This design comes from an exercise in tuning for a short achievable clock period and few clock cycles on the open sky130 flow, not from production work.
Only simulation tests tie the RTL to the original design; equivalence was not proved.
Power figures rest on the tool's default switching activity, not on a simulated workload.

// core_top
module core_top (
	input  logic        clk_i,
	input  logic        rst_n_i,
	input  logic        fetch_enable_i,
	output logic        instr_req_o,
	output logic [31:0] instr_addr_o,
	input  logic        instr_gnt_i,
	input  logic        instr_rvalid_i,
	input  logic [31:0] instr_rdata_i,
	output logic        data_req_o,
	output logic        data_we_o,
	output logic [31:0] data_addr_o,
	output logic [31:0] data_wdata_o,
	input  logic        data_gnt_i,
	input  logic        data_rvalid_i,
	input  logic [31:0] data_rdata_i,
	output logic        core_busy_o
);
==> flow/config.mk <==
export PLATFORM = sky130hd
export DESIGN_NAME = core_top
export DESIGN_NICKNAME = core_top
export VERILOG_FILES = /design/flow/design.v
export SDC_FILE = /design/flow/constraint.sdc
export NUM_CORES = 4
export LEC_CHECK = 0
export ABC_CLOCK_PERIOD_IN_PS = 2500
export CAP_MARGIN = 20
export CELL_PAD_IN_SITES_DETAIL_PLACEMENT = 1
export CELL_PAD_IN_SITES_GLOBAL_PLACEMENT = 2
export CORE_MARGIN = 2
export CORE_UTILIZATION = 35
export SETUP_SLACK_MARGIN = 5
export SLEW_MARGIN = 20
==> flow/constraint.sdc <==
create_clock -name core_clock -period 10.0 [get_ports {clk_i}]
set_input_delay 2.0000 -clock core_clock [delete_from_list [all_inputs] [get_ports {clk_i}]]
set_output_delay 2.0000 -clock core_clock [all_outputs]
set_load 0.01 [all_outputs]
standard.sh (not shown) runs the stock make flow with config.mk's settings and CLKGATE_MAP_FILE= SYNTH_SCRIPT=/design/flow/synth_recipe.tcl, a recipe that flattens the netlist after the stock synthesis.
==> flow/flow/run.sh <==
#!/bin/bash
# Standard layout with two changes: adders are left to ABC as plain logic
# (no full/half-adder cells), and timing repair aims well below the period.
set -euo pipefail
bash standard.sh finish ADDER_MAP_FILE= SETUP_SLACK_MARGIN=6.5 > flow_make.log 2>&1
Testbench counts at the start, summed over its fixed seeds: cycles 11,470.
Then changed:
--- a/flow/design.v
+++ b/flow/design.v
@@ -179,33 +179,20 @@
 	logic [31:0] e_imm_q;
 	logic [2:0]  e_fa_q;    
 	logic [3:0]  e_fb_q;    
 	logic [2:0]  e_fs_q;
 	logic        e_sub_q;
 	logic        e_op_add_q;
 	logic        e_op_xor_q;
 	logic        e_op_or_q;
 	logic        e_op_and_q;
 	logic        e_op_b_q;
-	logic [31:0] e_a_h;
-	logic [31:0] e_s_h;
-	logic [31:0] e_imm_h;
-	logic [2:0] e_fa_h;
-	logic [3:0] e_fb_h;
-	logic [2:0] e_fs_h;
-	logic        e_sub_h;
-	logic        e_op_add_h;
-	logic        e_op_xor_h;
-	logic        e_op_or_h;
-	logic        e_op_and_h;
-	logic        e_op_b_h;
-	logic [31:0] m_result_h;
 	logic        m_regwrite_q;
 	logic [4:0]  m_rd_q;
 	logic        m_load_q;
 	logic        m_req_q;
 	logic        m_we_q;
 	logic [31:0] m_result_q;
 	logic [31:0] m_addr_q;
 	logic [31:0] m_wdata_q;
 	logic        w_regwrite_q;
 	logic [4:0]  w_rd_q;
@@ -449,48 +436,34 @@
 			e_jal_q      <= go & p_jal;
 			e_pred_q     <= go & p_pred;
 		end
 	end
 	always_ff @(posedge clk_i) begin
 		if (!stall) begin
 			e_rd_q     <= rd;
 			e_store_q  <= is_store;
 			e_bne_q    <= f3[0];
 			e_alt_q    <= p_pred ? pc4 : b_tgt;
-			e_a_h      <= va;
-			e_s_h      <= vb;
-			e_imm_h    <= imm;
-			e_fa_h     <= {a_m & use1, a_w & use1, ~((a_m | a_w) & use1)};
-			e_fb_h     <= {b_m & is_op, b_w & is_op, ~(b_m | b_w) & is_op, ~is_op};
-			e_fs_h     <= {b_m & use2, b_w & use2, ~((b_m | b_w) & use2)};
-			e_sub_h    <= is_op & f7[5];
-			e_op_add_h <= is_load | is_store | ((is_opimm | is_op) & (f3 == 3'b000));
-			e_op_xor_h <= (is_opimm | is_op) & (f3 == 3'b100);
-			e_op_or_h  <= (is_opimm | is_op) & (f3 == 3'b110);
-			e_op_and_h <= (is_opimm | is_op) & (f3 == 3'b111);
-			e_op_b_h   <= is_lui | p_jal;
+			e_a_q      <= va;
+			e_s_q      <= vb;
+			e_imm_q    <= imm;
+			e_fa_q     <= {a_m & use1, a_w & use1, ~((a_m | a_w) & use1)};
+			e_fb_q     <= {b_m & is_op, b_w & is_op, ~(b_m | b_w) & is_op, ~is_op};
+			e_fs_q     <= {b_m & use2, b_w & use2, ~((b_m | b_w) & use2)};
+			e_sub_q    <= is_op & f7[5];
+			e_op_add_q <= is_load | is_store | ((is_opimm | is_op) & (f3 == 3'b000));
+			e_op_xor_q <= (is_opimm | is_op) & (f3 == 3'b100);
+			e_op_or_q  <= (is_opimm | is_op) & (f3 == 3'b110);
+			e_op_and_q <= (is_opimm | is_op) & (f3 == 3'b111);
+			e_op_b_q   <= is_lui | p_jal;
 		end
 	end
-	always_ff @(posedge clk_i) begin
-		e_a_q <= stall ? e_a_h : (va);
-		e_s_q <= stall ? e_s_h : (vb);
-		e_imm_q <= stall ? e_imm_h : (imm);
-		e_fa_q <= stall ? e_fa_h : ({a_m & use1, a_w & use1, ~((a_m | a_w) & use1)});
-		e_fb_q <= stall ? e_fb_h : ({b_m & is_op, b_w & is_op, ~(b_m | b_w) & is_op, ~is_op});
-		e_fs_q <= stall ? e_fs_h : ({b_m & use2, b_w & use2, ~((b_m | b_w) & use2)});
-		e_sub_q <= stall ? e_sub_h : (is_op & f7[5]);
-		e_op_add_q <= stall ? e_op_add_h : (is_load | is_store | ((is_opimm | is_op) & (f3 == 3'b000)));
-		e_op_xor_q <= stall ? e_op_xor_h : ((is_opimm | is_op) & (f3 == 3'b100));
-		e_op_or_q <= stall ? e_op_or_h : ((is_opimm | is_op) & (f3 == 3'b110));
-		e_op_and_q <= stall ? e_op_and_h : ((is_opimm | is_op) & (f3 == 3'b111));
-		e_op_b_q <= stall ? e_op_b_h : (is_lui | p_jal);
-	end
 	logic [31:0] ea;
 	logic [31:0] eb;
 	logic [31:0] es;
 	logic [31:0] sum;
 	logic [31:0] res;
 	logic        taken;
 	assign ea = ({32{e_fa_q[2]}} & m_result_q) | ({32{e_fa_q[1]}} & w_result_q) |
 		({32{e_fa_q[0]}} & e_a_q);
 	assign eb = ({32{e_fb_q[3]}} & m_result_q) | ({32{e_fb_q[2]}} & w_result_q) |
 		({32{e_fb_q[1]}} & e_s_q) | ({32{e_fb_q[0]}} & e_imm_q);
@@ -523,28 +496,25 @@
 		end else if (!stall) begin
 			m_regwrite_q <= e_regwrite_q;
 			m_load_q     <= e_load_q;
 			m_req_q      <= e_mem_q;
 		end
 	end
 	always_ff @(posedge clk_i) begin
 		if (!stall) begin
 			m_rd_q     <= e_rd_q;
 			m_we_q     <= e_store_q;
-			m_result_h <= res;
+			m_result_q <= res;
 			m_wdata_q  <= es;
 		end
 	end
 	always_ff @(posedge clk_i) begin
-		m_result_q <= stall ? m_result_h : res;
-	end
-	always_ff @(posedge clk_i) begin
 		if (!stall && e_mem_q) begin
 			m_addr_q <= sum;
 		end
 	end
 	assign data_req_o   = m_req_q;
 	assign data_we_o    = m_we_q;
 	assign data_addr_o  = m_addr_q;
 	assign data_wdata_o = m_wdata_q;
 	always_ff @(posedge clk_i or negedge rst_n_i) begin
 		if (!rst_n_i) begin
What happened: The new run finished with timing, DRC and antenna clean; setup slack is better by 0.0041 ns; clock skew goes down by 0.028 ns; sequential power goes down by about 0.7%; maximum frequency hardly moves; synthesized area stays flat; flip-flop and latch count is unchanged; final cell count goes up by 1.5%; cell area goes up by 1.7%; die area hardly moves; routed wire length goes down by 0.51%; combinational power stays flat; via count goes up by 0.79%.
Testbench counts after the change, summed over its fixed seeds: cycles 11,470.

========
core_top, a different RTL version from the one above (not shown whole).
// core_top
module core_top (
	input  logic        clk_i,
	input  logic        rst_n_i,
	input  logic        fetch_enable_i,
	output logic        instr_req_o,
	output logic [31:0] instr_addr_o,
	input  logic        instr_gnt_i,
	input  logic        instr_rvalid_i,
	input  logic [31:0] instr_rdata_i,
	output logic        data_req_o,
	output logic        data_we_o,
	output logic [31:0] data_addr_o,
	output logic [31:0] data_wdata_o,
	input  logic        data_gnt_i,
	input  logic        data_rvalid_i,
	input  logic [31:0] data_rdata_i,
	output logic        core_busy_o
);
	logic        f_req_q;
	logic [31:0] f_pc_q;
	logic        f_out_q;
	logic        f_kill_q;
	logic [31:0] f_out_pc_q;
	logic        f_out_btb_q;    
	logic        f_pend_q;
	logic [31:0] f_pend_pc_q;
	logic        btb_v_q;
	logic [31:0] btb_pc_q;
	logic [31:0] btb_tgt_q;
	logic        e_valid_q;
	logic        e_regwrite_q;
	logic [4:0]  e_rd_q;
	logic        e_load_q;
	logic        e_mem_q;
	logic        e_store_q;
	logic        e_br_q;
	logic        e_bne_q;
	logic        e_jal_q;
	logic        e_pred_q;
	logic        e_done_q;    
	logic [31:0] e_alt_q;
	logic [31:0] e_a_q;
	logic [31:0] e_s_q;
	logic [31:0] e_imm_q;
	logic [2:0]  e_fa_q;    
	logic [3:0]  e_fb_q;    
	logic [2:0]  e_fs_q;
	logic        e_sub_q;
	logic        e_op_add_q;
	logic        e_op_xor_q;
	logic        e_op_or_q;
	logic        e_op_and_q;
	logic        e_op_b_q;
	logic        m_regwrite_q;
	logic [4:0]  m_rd_q;
	logic        m_load_q;
	logic        m_req_q;
	logic        m_we_q;
	logic [31:0] m_result_q;
	logic [31:0] m_addr_q;
	logic [31:0] m_wdata_q;
	logic        w_regwrite_q;
	logic [4:0]  w_rd_q;
	logic        w_load_q;
	logic [31:0] w_result_q;
	logic        dout_q;
	logic        busy_q;
	logic        stall;        
	logic        e_redirect;
	logic [31:0] rf_wdata;
	logic        rf_we;
	assign stall = (w_load_q & ~data_rvalid_i) | (m_req_q & ~data_gnt_i);
	logic [31:0] rdi;
	logic        arr;
	logic        hazard;
	logic        go_n;
	logic        go;
	logic        replay;
	logic        p_jal;
	logic        p_br;
	logic        p_pred;
  ...
export LEC_CHECK = 0
export ABC_CLOCK_PERIOD_IN_PS = 2500
export CAP_MARGIN = 20
export CELL_PAD_IN_SITES_DETAIL_PLACEMENT = 1
export CELL_PAD_IN_SITES_GLOBAL_PLACEMENT = 2
export CORE_MARGIN = 2
export CORE_UTILIZATION = 35
export SETUP_SLACK_MARGIN = 5
export SLEW_MARGIN = 20
create_clock -name core_clock -period 10.0 [get_ports {clk_i}]
Scripts as last shown in full above: flow/flow/run.sh
Testbench counts at the start, summed over its fixed seeds: cycles 11,462.
Edit:
--- a/flow/design.v
+++ b/flow/design.v
@@ -151,18 +151,21 @@
 	logic        f_req_q;
 	logic [31:0] f_pc_q;
 	logic        f_out_q;
 	logic        f_kill_q;
 	logic [31:0] f_out_pc_q;
 	logic        f_out_btb_q;    
 	logic        f_pend_q;
 	logic [31:0] f_pend_pc_q;
 	logic        btb_v_q;
+	logic        btb_wr_q;       
+	logic [31:0] btb_wpc_q;
+	logic [31:0] btb_wtgt_q;
 	logic [31:0] btb_pc_q;
 	logic [31:0] btb_tgt_q;
 	logic        e_valid_q;
 	logic        e_regwrite_q;
 	logic [4:0]  e_rd_q;
 	logic        e_load_q;
 	logic        e_mem_q;
 	logic        e_store_q;
 	logic        e_br_q;
@@ -244,21 +247,25 @@
 	assign is_load  = (opc == 7'b0000011) & (f3 == 3'b010);
 	assign is_store = (opc == 7'b0100011) & (f3 == 3'b010);
 	assign p_br     = (opc == 7'b1100011) & (f3[2:1] == 2'b00);
 	assign p_jal    = (opc == 7'b1101111);
 	assign writes   = is_lui | is_opimm | is_op | is_load | p_jal;
 	assign regwrite = writes & (rd != 5'd0);
 	assign use1     = is_opimm | is_op | is_load | is_store | p_br;
 	assign use2     = is_op | is_store | p_br;
 	assign p_pred = p_jal | (p_br & (rdi[31] | (~f3[0] & (rs1 == rs2))));
+	logic rd1;
+	logic rd2;
+	assign rd1 = ~opc[2];
+	assign rd2 = opc[5] & ~opc[2];
 	assign hazard =
-		(e_regwrite_q & e_load_q & ((use1 & (e_rd_q == rs1)) | (use2 & (e_rd_q == rs2)))) |
-		(m_regwrite_q & m_load_q & ((use1 & (m_rd_q == rs1)) | (use2 & (m_rd_q == rs2))));
+		(e_regwrite_q & e_load_q & ((rd1 & (e_rd_q == rs1)) | (rd2 & (e_rd_q == rs2)))) |
+		(m_regwrite_q & m_load_q & ((rd1 & (m_rd_q == rs1)) | (rd2 & (m_rd_q == rs2))));
 	assign arr    = f_out_q & instr_rvalid_i & ~f_kill_q;
 	assign go_n   = arr & ~stall & ~hazard;
 	assign go     = go_n & ~e_redirect;
 	assign replay = arr & (stall | hazard);
 	assign i_redir = go_n & p_pred & ~f_out_btb_q;
 	assign i_back  = go_n & ~p_pred & f_out_btb_q;
 	logic [21:0] j_lo;
 	logic [13:0] b_lo;
 	logic [10:0] j_hi;
@@ -319,25 +326,27 @@
 			f_req_q     <= 1'b0;
 			f_pc_q      <= 32'd0;
 			f_out_q     <= 1'b0;
 			f_kill_q    <= 1'b0;
 			f_out_pc_q  <= 32'd0;
 			f_out_btb_q <= 1'b0;
 			f_pend_q    <= 1'b0;
 			f_pend_pc_q <= 32'd0;
 			btb_v_q     <= 1'b0;
+			btb_wr_q    <= 1'b0;
 			btb_pc_q    <= 32'd0;
 			btb_tgt_q   <= 32'd0;
 		end else begin
-			if (i_redir) begin
+			btb_wr_q <= i_redir & ~e_redirect;
+			if (btb_wr_q) begin
 				btb_v_q   <= 1'b1;
-				btb_pc_q  <= f_out_pc_q;
-				btb_tgt_q <= i_tgt;
+				btb_pc_q  <= btb_wpc_q;
+				btb_tgt_q <= btb_wtgt_q;
 			end
 			if (f_wait) begin
 				if (redirect_any) begin
 					f_pend_q    <= 1'b1;
 					f_pend_pc_q <= redir_pc;
 				end
 			end else begin
 				f_req_q  <= fetch_enable_i;
 				f_pc_q   <= e_redirect ? e_alt_q : other_pc;
@@ -352,18 +361,22 @@
 				if (instr_rvalid_i) begin
 					f_out_q <= 1'b0;
 				end
 				if (redirect_any) begin
 					f_kill_q <= 1'b1;
 				end
 			end
 		end
 	end
+	always_ff @(posedge clk_i) begin
+		btb_wpc_q  <= f_out_pc_q;
+		btb_wtgt_q <= i_tgt;
+	end
 	assign instr_req_o  = f_req_q;
 	assign instr_addr_o = f_pc_q;
 	logic [31:1] s1_dec;
 	logic [31:1] s2_dec;
 	logic [31:0] rf_a;
 	logic [31:0] rf_b;
 	logic [31:0] va;
 	logic [31:0] vb;
 	logic        a_m;
@@ -460,19 +473,37 @@
 		.a_i    (ea),
 		.b_i    (eb ^ {32{e_sub_q}}),
 		.cin_i  (e_sub_q),
 		.sum_o  (sum),
 		.cout_o ()
 	);
 	assign res = ({32{e_op_add_q}} & sum) | ({32{e_op_xor_q}} & (ea ^ eb)) |
 		({32{e_op_or_q}} & (ea | eb)) | ({32{e_op_and_q}} & (ea & eb)) |
 		({32{e_op_b_q}} & eb);
-	assign taken      = e_jal_q | (e_br_q & ((ea == es) ^ e_bne_q));
+	logic eq;
+	logic eq_mw;
+	logic eq_ms;
+	logic eq_ws;
+	logic eq_am;
+	logic eq_aw;
+	logic eq_as;
+	assign eq_mw = (m_result_q == w_result_q);
+	assign eq_ms = (m_result_q == e_s_q);
+	assign eq_ws = (w_result_q == e_s_q);
+	assign eq_am = (e_a_q == m_result_q);
+	assign eq_aw = (e_a_q == w_result_q);
+	assign eq_as = (e_a_q == e_s_q);
+	assign eq = (e_fa_q[2] & e_fs_q[2]) | (e_fa_q[1] & e_fs_q[1]) |
+		(e_fa_q[2] & e_fs_q[1] & eq_mw) | (e_fa_q[1] & e_fs_q[2] & eq_mw) |
+		(e_fa_q[2] & e_fs_q[0] & eq_ms) | (e_fa_q[1] & e_fs_q[0] & eq_ws) |
+		(e_fa_q[0] & e_fs_q[2] & eq_am) | (e_fa_q[0] & e_fs_q[1] & eq_aw) |
+		(e_fa_q[0] & e_fs_q[0] & eq_as);
+	assign taken      = e_jal_q | (e_br_q & (eq ^ e_bne_q));
 	assign e_redirect = e_valid_q & (taken ^ e_pred_q) & ~e_done_q;
 	always_ff @(posedge clk_i or negedge rst_n_i) begin
 		if (!rst_n_i) begin
 			e_done_q <= 1'b0;
 		end else begin
 			e_done_q <= stall & (e_done_q | e_redirect);
 		end
 	end
 	always_ff @(posedge clk_i or negedge rst_n_i) begin
After rerunning: Hold slack loses 4.1 ps. Global-route usage is lower by 2.6 points. Count of clock-buffer cells in the layout went up by 31. Design area came out higher by 2.4%. Die area increases by 4.6%. Setup slack gets worse by 100 ps. Wire length falls by about 2%. Synthesized area rises by 4.6%. Clock skew is higher by 28 ps.
Testbench counts after the change, summed over its fixed seeds: cycles 11,470.

## port drivers added, routing unchanged
The flow's constraints put no driver on any port. The routed layouts listed below were extracted and timed again, unchanged, in two steps.
Step 1: set_driving_cell puts a clkbuf_16 on clk_i and a buf_2 on each other input, an assumption about the parent block.
Step 2 adds t to the input delays and takes it off the output delays; t is the mean of the earliest and latest rising clock arrival at the registers after step 1. Input paths then give back, and output paths get back, about the clock's delay inside the block.
a / b / c = ideal ports / drivers / drivers and shift; a / b = the first two.
run	t (ns)	slack for setup (ns)	latest minus earliest clock arrival (ns)	cell pins on the clock port's net
the first run of note 1	0.965	5.640 / 5.698 / 4.733	0.069 / 0.069	1
the second run of note 1	0.962	5.644 / 5.702 / 4.740	0.046 / 0.046	1
the first run of note 2	0.997	5.753 / 5.712 / 4.715	0.052 / 0.052	1
the second run of note 2	0.946	5.650 / 5.666 / 4.721	0.079 / 0.079	1
After both steps every run listed still meets setup and hold. For the first run of note 2, which loses most, drivers alone change the setup slack by -0.041 ns; drivers and shift together by -1.038 ns.
